What follows belongs to an exercise in optimizing a design on an open flow for small area, a short achievable clock period and few clock cycles; a production flow would make more cautious choices.
Only simulation tests tie the RTL to the original design; equivalence was not proved.
Power figures rest on the tool's default switching activity, not on a simulated workload.

File: design/flow/config.mk
export PLATFORM = sky130hd
export DESIGN_NAME = idea_dec_keygen
export DESIGN_NICKNAME = idea_dec_keygen
export VERILOG_FILES = /design/flow/design.v
export SDC_FILE = /design/flow/constraint.sdc
export NUM_CORES = 4
export LEC_CHECK = 0
export ABC_CLOCK_PERIOD_IN_PS = 5000
export CAP_MARGIN = 20
export CORE_MARGIN = 2
export CORE_UTILIZATION = 40
export SETUP_SLACK_MARGIN = 5
export SLEW_MARGIN = 20
File: design/flow/run.sh
#!/bin/bash
# synth_recipe.tcl (not shown) runs the flow's synth.tcl, then flattens the netlist and writes it again
# the make line also repeats each setting of config.mk as NAME=value (left out here)
make -C /OpenROAD-flow-scripts/flow DESIGN_CONFIG=/design/flow/config.mk WORK_HOME=/design/flow/orfs CLKGATE_MAP_FILE= SYNTH_SCRIPT=/design/flow/synth_recipe.tcl finish
File: design/flow/constraint.sdc
create_clock -name core_clock -period 12.0 [get_ports {clk}]
set_input_delay 2.4000 -clock core_clock [delete_from_list [all_inputs] [get_ports {clk}]]
set_output_delay 2.4000 -clock core_clock [all_outputs]
set_load 0.01 [all_outputs]
File: design/flow/design.v
module idea_dec_keygen (
  input  logic         clk,
  input  logic         rst,
  input  logic         start,
  input  logic [127:0] key_in,
  output logic         busy,
  output logic         done,
  output logic         key_valid,
  input  logic [5:0]   rd_addr,
  output logic [15:0]  rd_data
);
  localparam int NU   = 3;          
  localparam int CAP  = 3;          
  localparam int NINV = 18;
  localparam logic [16:0] P = 17'h10001;
  logic [127:0]      key_q;
  logic [51:0][15:0] zq;    
  logic [51:0][15:0] zi;    
  for (genvar g = 0; g < 7; g++) begin : g_rot
    localparam int A = (25 * g) % 128;
    wire [255:0] dq = {key_q, key_q};
    wire [255:0] di = {key_in, key_in};
    wire [127:0] rq = dq[255-A -: 128];
    wire [127:0] ri = di[255-A -: 128];
    for (genvar j = 0; j < 8; j++) begin : g_w
      if (8 * g + j < 52) begin : g_v
        assign zq[8*g+j] = rq[127-16*j -: 16];
        assign zi[8*g+j] = ri[127-16*j -: 16];
      end
    end
  end
  function automatic int zidx(input int m);
    zidx = (m % 2 == 0) ? 48 - 6 * (m / 2) : 51 - 6 * (m / 2);
  endfunction
  function automatic logic [16:0] ext(input logic [15:0] w);
    ext = {w == 16'd0, w};
  endfunction
  typedef logic [72:0] st_t;
  function automatic logic [2:0] tzc(input logic [16:0] x);   
    tzc = 3'd1;
    if (CAP > 1 && !x[1]) begin
      tzc = 3'd2;
      if (CAP > 2 && !x[2]) begin
        tzc = 3'd3;
        if (CAP > 3 && !x[3]) tzc = 3'd4;
      end
    end
  endfunction
  function automatic st_t kstep(input st_t a);
    logic [16:0] u, v, r, s, x, y;
    logic [4:0]  k;
    logic [17:0] d1, d2;
    logic [16:0] sum;
    logic [2:0]  tx, ty;
    logic        ue, ve, au, bv;
    {u, v, r, s, k} = a;
    d1  = {1'b0, u} - {1'b0, v};
    d2  = {1'b0, v} - {1'b0, u};
    sum = r + s;
    ue  = !u[0];
    ve  = !v[0];
    au  = ue || (!ve && d2[17]);           
    bv  = !ue && (ve || d1[17]);           
    x   = ue ? u : d1[16:0];
    y   = ve ? v : d2[16:0];
    tx  = tzc(x);
    ty  = tzc(y);
    if (au) begin
      u = x >> tx;
      r = ue ? r : sum;
      s = s << tx;
      k = k + 5'(tx);
    end else if (bv) begin
      v = y >> ty;
      s = ve ? s : sum;
      r = r << ty;
      k = k + 5'(ty);
    end
    kstep = {u, v, r, s, k};
  endfunction
  function automatic logic [15:0] fixup(input logic [16:0] r, input logic [4:0] k,
                                        input logic neg);
    logic [4:0]  e;
    logic [31:0] w;
    logic [15:0] hi, lo, x, y;
    logic [16:0] df;
    e  = 5'd0 - k;
    w  = 32'(r) << e[3:0];
    hi = w[31:16];
    lo = w[15:0];
    x  = (e[4] ^ neg) ? hi : lo;
    y  = (e[4] ^ neg) ? lo : hi;
    df = {1'b0, x} - {1'b0, y};
    fixup = df[16] ? 16'(df[15:0] + 16'd1) : df[15:0];
  endfunction
  logic busy_q, done_q, kv_q;
  logic accept;
  assign accept = start && !busy_q && !done_q;
  logic [NU-1:0][72:0] st_q, st_d;
  logic [NU-1:0][4:0]  slot_q;
  logic [NU-1:0]       act_q, term, gnt;
  logic [4:0]          nxt_q;       
  logic [16:0]         opn_q;       
  logic [16:0]         opn_nx;
  logic [NINV-1:0][15:0] inv_q;
  logic                any_g, more, fin;
  logic [16:0]         g_r;
  logic [4:0]          g_k, g_slot;
  logic                g_neg;
  logic                f_val, f_fin, f_neg;
  logic [16:0]         f_r;
  logic [4:0]          f_k, f_slot;
  logic [15:0]         fix;
  always_comb begin
    any_g  = 1'b0;
    g_r    = '0;
    g_k    = '0;
    g_slot = '0;
    g_neg  = 1'b0;
    more   = (nxt_q != 5'(NINV));
    fin    = busy_q && !more;   
    for (int j = 0; j < NU; j++) begin
      term[j] = act_q[j] && (st_q[j][72:56] == 17'd1 || st_q[j][55:39] == 17'd1);
      gnt[j]  = term[j] && !any_g;
      if (gnt[j]) begin
        g_neg  = (st_q[j][72:56] == 17'd1);
        g_r    = g_neg ? st_q[j][38:22] : st_q[j][21:5];
        g_k    = st_q[j][4:0];
        g_slot = slot_q[j];
      end
      any_g = any_g || term[j];
      if (act_q[j] && !gnt[j]) fin = 1'b0;
    end
    fix = fixup(f_r, f_k, f_neg);
    opn_nx = '0;
    for (int m = 0; m < NINV; m++)
      if (nxt_q + 5'd1 == 5'(m)) opn_nx = ext(zq[zidx(m)]);
    for (int j = 0; j < NU; j++)
      st_d[j] = kstep((gnt[j] && more) ? {P, opn_q, 17'd0, 17'd1, 5'd0} : st_q[j]);
  end
  always_ff @(posedge clk) begin
    if (rst) begin
      busy_q <= 1'b0;
      done_q <= 1'b0;
      kv_q   <= 1'b0;
      act_q  <= '0;
      f_val  <= 1'b0;
      f_fin  <= 1'b0;
    end else begin
      done_q <= 1'b0;
      f_val  <= any_g;
      f_fin  <= fin && any_g;
      if (accept) begin
        busy_q <= 1'b1;
        kv_q   <= 1'b0;
        act_q  <= '1;
      end else begin
        if (f_fin) begin
          busy_q <= 1'b0;
          done_q <= 1'b1;
          kv_q   <= 1'b1;
        end
        for (int j = 0; j < NU; j++)
          if (gnt[j] && !more) act_q[j] <= 1'b0;
      end
    end
  end
  always_ff @(posedge clk) begin
    if (accept && !rst) key_q <= key_in;
    if (accept) begin
      nxt_q <= 5'(NU);
      opn_q <= ext(zi[zidx(NU)]);
    end else if (any_g && more) begin
      nxt_q <= nxt_q + 5'd1;
      opn_q <= opn_nx;
    end
    for (int j = 0; j < NU; j++) begin
      if (accept) begin
        st_q[j]   <= {P, ext(zi[zidx(j)]), 17'd0, 17'd1, 5'd0};
        slot_q[j] <= 5'(j);
      end else begin
        st_q[j] <= st_d[j];
        if (gnt[j]) slot_q[j] <= nxt_q;
      end
    end
    f_r    <= g_r;
    f_k    <= g_k;
    f_neg  <= g_neg;
    f_slot <= g_slot;
    for (int m = 0; m < NINV; m++)
      if (f_val && f_slot == 5'(m) && !rst) inv_q[m] <= fix;
  end
  logic [51:0][15:0] tbl;
  logic [51:0]       neg;
  for (genvar a = 0; a < 52; a++) begin : g_tbl
    localparam int R  = a / 6;
    localparam int E  = a % 6;
    localparam int S  = 48 - 6 * R;
    localparam bit OE = (R == 0) || (R == 8);
    assign neg[a] = (E == 1) || (E == 2);
    if (E == 0)      assign tbl[a] = inv_q[2*R];
    else if (E == 1) assign tbl[a] = zq[OE ? S + 1 : S + 2];
    else if (E == 2) assign tbl[a] = zq[OE ? S + 2 : S + 1];
    else if (E == 3) assign tbl[a] = inv_q[2*R+1];
    else if (E == 4) assign tbl[a] = zq[S - 2];
    else             assign tbl[a] = zq[S - 1];
  end
  logic [15:0] rd_raw, rd_data_q;
  logic        rd_neg;
  always_comb begin
    rd_raw = '0;
    rd_neg = 1'b0;
    if (rd_addr < 6'd52) begin
      rd_raw = tbl[rd_addr];
      rd_neg = neg[rd_addr];
    end
  end
  always_ff @(posedge clk)
    rd_data_q <= rd_neg ? 16'd0 - rd_raw : rd_raw;
  assign busy      = busy_q;
  assign done      = done_q;
  assign key_valid = kv_q;
  assign rd_data   = rd_data_q;
endmodule
==> run notes <==
## what timing repair did
action | 4_1_cts | 5_1_grt
pin swaps | 0 | 1
buffers inserted | 0 | 6
setup endpoints to repair | 129 | 292
cloned | 0 | 1
resized for setup | 11 | 31
## flip-flops by register name (all words and copies together), names as in the netlist, 3 cells and up
signal / flops
opn_q: 17
inv_q: 288
f_k: 5
f_slot: 5
rd_data_q: 16
act_q: 3
f_r: 17
nxt_q: 5
key_q: 128
st_q: 219
slot_q: 15
## kinds of logic after synthesis
group	after synthesis	synth area share, %
and+or+nand+nor	1763	15.2
AOI/OAI and AO/OA	1694	21.1
DFF	724	35.9
buffers and inverters	693	5.03
muxes	470	14.8
adders and majority gates	198	4.94
xor gates and xnor gates	182	3.04
## per-layer routing
| metal | part of all wire, % | vias to the layer above |
|---|---|---|
| met5 | 0.016 | - |
| met4 | 6.3 | 6 |
| met3 | 11 | 716 |
| met2 | 44 | 3180 |
| met1 | 38 | 24000 |
| li1 | - | 21600 |
## layout make-up
type / instances / area [sq um] / share of cell area, %
multi-input combinational: 4308 / 31400 / 53.1
tap: 1742 / 2180 / 3.69
sequential: 724 / 18800 / 31.9
antenna: 10 / 25.0 / 0.0423
timing repair buffer: 302 / 2730 / 4.61
clock buffer: 117 / 2410 / 4.08
clock inverter: 46 / 526 / 0.889
inverter: 267 / 1010 / 1.71
## worst min-delay path by stage
stage / startpoint / to / slack [ns] / cells after the start
after floorplan: st_q[0] / f_k[0] / 0.42 / 2
after global placement: slot_q[3] / slot_q[3] / 0.44 / 2
after detailed placement: slot_q[1] / slot_q[1] / 0.45 / 2
after CTS: slot_q[1] / slot_q[1] / 0.45 / 2
after global routing: slot_q[0] / slot_q[0] / 0.47 / 2
final: slot_q[1] / slot_q[1] / 0.45 / 2
## report_power, final
group          leakage (uW)  switching [uW]  internal, uW
logic                0.0143            7490          4020
clock network       0.00143            1190          1560
registers           0.00641             396          3290
total                0.0222            9070          8870
## tightest hold or removal path: stages, from the launching register on
cell and delay (ns):
sky130_fd_sc_hd__dfxtp_1 0.31, sky130_fd_sc_hd__nand2_1 0.05, sky130_fd_sc_hd__a21oi_1 0.05
## cell usage after synthesis (all sizes together) (14+ instances only)
library cell,count,area [sq um]
xnor2,115,1010
a311oi,28,245
o211ai,98,736
nand2,650,2440
edfxtp,433,13000
a22oi,50,375
nand2b,28,175
o221ai,34,298
o22ai,57,363
a2111oi,14,141
ha,182,2280
nor2,480,1800
o21bai,27,203
nand3,157,786
o311ai,16,140
inv,261,980
nor3,157,791
dfxtp,291,5830
mux2i,189,1890
or3,37,236
o2111ai,23,201
o31ai,17,128
fa,15,300
nand4,34,213
nor4,46,288
nor2b,33,206
a21o,80,601
a211oi,186,1400
a21oi,433,2170
buf,65,279
o21a,25,188
clkbuf,361,1360
a31oi,71,444
o21ai,353,1770
xor2,67,587
a221oi,53,464
mux4,240,5410
mux2,41,462
and2,29,181
and3,33,206
or4,24,180
## metrics by stage
step / cell area (sq um) / setup WS, ns
6_report: 59100 / 5.25
3_3_place_gp: 55900 / 4.03
4_1_cts: 58900 / 4.96
5_1_grt: 59100 / 4.99
2_1_floorplan: 52400 / 5.18
3_5_place_dp: 55900 / 3.87
==> run notes <==
# TYPE chip_impl_metric gauge
chip_impl_info{name="status",value="complete, no violations"} 1
chip_impl_metric{name="yosysSeqAreaShare",unit="%"} 35.9
chip_impl_metric{name="setup_tns",unit="ns"} 0
chip_impl_info{name="critical_path.cell_chain",value="or4b_2 -> or4_1 -> o32a_1 -> nor4_2 -> clkbuf_8 -> mux2i_4 -> inv_1 -> ha_1 -> and2_1 -> nand3_1 -> nor2_1 -> a221oi_1 -> o211ai_1 -> a21oi_1 -> o32a_1 -> buf_6 -> nor3_2 -> buf_4 -> nand2_1 -> nor2_1 -> a221oi_1"} 1
chip_impl_metric{name="ir_worst_vdd",unit="V"} 0.000173
chip_impl_metric{name="crit_cells",unit=""} 21
chip_impl_info{name="rsz0062_at_grt",value="false"} 1
chip_impl_metric{name="num-nets-final",unit=""} 6024
chip_impl_metric{name="num-fill-cells",unit=""} 12600
chip_impl_metric{name="crit_fanout",unit=""} 45
chip_impl_metric{name="cts_htree_levels",unit=""} 3
chip_impl_metric{name="p_leak",unit="uW"} 0.0222
chip_impl_metric{name="worst-r2r-setup-slack",unit="ns"} 5.25
chip_impl_metric{name="wp_data_arrival",unit="ns"} 7.35
chip_impl_metric{name="cts.path.max_buffers",unit=""} 3
chip_impl_metric{name="synth_edf_count",unit=""} 433
chip_impl_metric{name="core_region_area",unit="sq um"} 130000
chip_impl_metric{name="dr_vias_cell",unit=""} 6.58
chip_impl_metric{name="grt_max_degree",unit=""} 139
chip_impl_metric{name="use_met2",unit="%"} 48.6
chip_impl_info{name="r2r_start",value="st_q[112]"} 1
chip_impl_metric{name="final_hold_violation_count",unit=""} 0
chip_impl_metric{name="remaining_drc_errors",unit=""} 0
chip_impl_metric{name="use_met1",unit="%"} 40.8
chip_impl_metric{name="design.die.area",unit="sq um"} 134000
chip_impl_metric{name="numPlacedInstances",unit=""} 7336
chip_impl_metric{name="critical_path_required_time",unit="ns"} 12.60
chip_impl_metric{name="power.density_cell_area",unit="nW/um^2"} 304
chip_impl_info{name="crit_path_start_kind",value="flip-flop"} 1
chip_impl_metric{name="total_power",unit="uW"} 17900
chip_impl_metric{name="hold_slack",unit="ns"} 0.450
chip_impl_metric{name="hold_buffers",unit=""} 0
chip_impl_info{name="worst_path_dominant_cell_family",value="simple AND/OR/NAND/NOR gates"} 1
chip_impl_metric{name="average_instance_area_after_synthesis",unit="sq um"} 9.15
chip_impl_metric{name="via_count_of_the_first_global_routing_pass",unit=""} 46000
chip_impl_metric{name="design.portCount",unit=""} 156
chip_impl_metric{name="initial_standard_cell_utilization_of_the_core",unit="%"} 40.4
chip_impl_info{name="worstSetupStartpoint",value="st_q[112]"} 1
chip_impl_metric{name="gp_routability_congestion",unit=""} 1.01
chip_impl_info{name="holdCritPathClass",value="flip-flop to flip-flop"} 1
chip_impl_metric{name="dp.final_hpwl",unit="microns"} 155000
chip_impl_metric{name="fraction_of_final_layout_cells_with_drive_strength_greater_than_1",unit="%"} 12.0
chip_impl_metric{name="gate_count_post_synth",unit=""} 5724
chip_impl_metric{name="ant_nets",unit=""} 0
chip_impl_info{name="cts_root_buffer",value="sky130_fd_sc_hd__clkbuf_16"} 1
chip_impl_metric{name="worstSkewPairLatency",unit="ns"} 0.74
chip_impl_info{name="most-common-layout-cells",value="sky130_fd_sc_hd__nand2_1 (649), sky130_fd_sc_hd__nor2_1 (454), sky130_fd_sc_hd__edfxtp_1 (433), sky130_fd_sc_hd__a21oi_1 (429), sky130_fd_sc_hd__o21ai_0 (346)"} 1
chip_impl_metric{name="ys_types",unit=""} 93
chip_impl_metric{name="post_synth_design_cell_area",unit="sq um"} 52400
chip_impl_metric{name="ys_seq_elements",unit=""} 724
chip_impl_metric{name="chipHeight",unit="microns"} 366
chip_impl_metric{name="r2r.worst_path.cells",unit=""} 21
chip_impl_metric{name="grt_residual_overflow",unit=""} 0
chip_impl_info{name="highest_utilization_routing_layer_at_the_global_route_stage",value="met2"} 1
chip_impl_metric{name="slew_violations",unit=""} 0
chip_impl_metric{name="fin_crit",unit="ns"} 6.75
chip_impl_metric{name="cts-buffers-inserted",unit=""} 87
chip_impl_metric{name="post_drt_wl_per_cell",unit="microns"} 29.0
chip_impl_metric{name="fin_crit_sh",unit="%"} 56.2
chip_impl_metric{name="drt_first_iter_violations",unit=""} 6435
chip_impl_metric{name="clock_sink_count",unit=""} 724
chip_impl_info{name="crit_type",value="flip-flop to flip-flop"} 1
chip_impl_metric{name="number_of_antenna_violations_at_the_first_check_in_global_routing",unit=""} 20
chip_impl_info{name="worstSetupEndpointType",value="flip-flop"} 1
chip_impl_metric{name="area.growth.synth_to_final",unit="%"} 12.8
chip_impl_info{name="critical_path.reg2reg.endpoint",value="st_q[122]"} 1
chip_impl_metric{name="final-setup-viol-count",unit=""} 0
chip_impl_metric{name="placement_rows",unit=""} 132
chip_impl_metric{name="synth.net_count",unit=""} 6058
chip_impl_metric{name="routed_wire_length",unit="microns"} 218000
chip_impl_info{name="tritoncts",value="built"} 1
chip_impl_metric{name="post_route_core_utilization",unit="%"} 45.5
chip_impl_metric{name="ys_warn_count",unit=""} 1
chip_impl_metric{name="max_freq",unit="MHz"} 148
chip_impl_metric{name="timing.max_cap.violations",unit=""} 0
chip_impl_metric{name="synth-async-reset-ratio",unit="%"} 0
chip_impl_info{name="critPathCapture",value="st_q[122]"} 1
chip_impl_metric{name="grt_first_pass_wirelength",unit="microns"} 317000
chip_impl_metric{name="buffer_ports.inserted",unit=""} 155
chip_impl_info{name="cp_slowest_cell",value="sky130_fd_sc_hd__or4b_2"} 1
chip_impl_metric{name="detail_route.first_pass.iterations",unit=""} 6
chip_impl_metric{name="overall_global_routing_resource_usage",unit="%"} 31.4
chip_impl_metric{name="clk_pin_slew_worst_paths",unit="ns"} 0.06
chip_impl_metric{name="worst_clock_skew",unit="ns"} 0.0464
chip_impl_metric{name="cp_slowest_stage_delay",unit="ns"} 0.65
chip_impl_metric{name="critical_path_buf_inv_count",unit=""} 4
chip_impl_info{name="postSynth.topFlopCell",value="sky130_fd_sc_hd__edfxtp_1"} 1
chip_impl_metric{name="via_total_after_detailed_routing",unit=""} 49500
chip_impl_info{name="layout_commonest_cell",value="sky130_fd_sc_hd__nand2_1"} 1
chip_impl_metric{name="relSlewSlack",unit="%"} 22.5
chip_impl_metric{name="worst_slew_pin_slew",unit="ns"} 1.15
chip_impl_metric{name="final_cell_count_no_fill",unit=""} 7516
chip_impl_metric{name="dieWidth",unit="microns"} 366
chip_impl_metric{name="met3_use_gr",unit="%"} 7.15
Testbench counts, summed over its fixed seeds: cycles 7,962.

==> port drivers added, routing unchanged <==
How much do the figures lean on ideal ports? The routed layout below was timed once more, with nothing changed but the port constraints.
Step 1: set_driving_cell puts a clkbuf_16 on clk and a buf_2 on each other input, an assumption about the parent block.
Step 2 times the ports against the registers' clock, not the clock port: input delays grow and output delays shrink by t, the midpoint of the rising clock arrivals with the driver on.
Slacks: ideal / step 1 / step 2; pairs: ideal / step 1.
shift t [ns]: 0.803
setup slack, ns: 5.250 / 5.250 / 4.589
hold slack, ns: 0.450 / 0.450 / 0.450
worst register clock-pin slew, ns: 0.07 / 0.07
After both steps setup and hold are still met in this run. For this run, drivers alone change the setup slack by 0.000 ns; drivers and shift together by -0.661 ns.
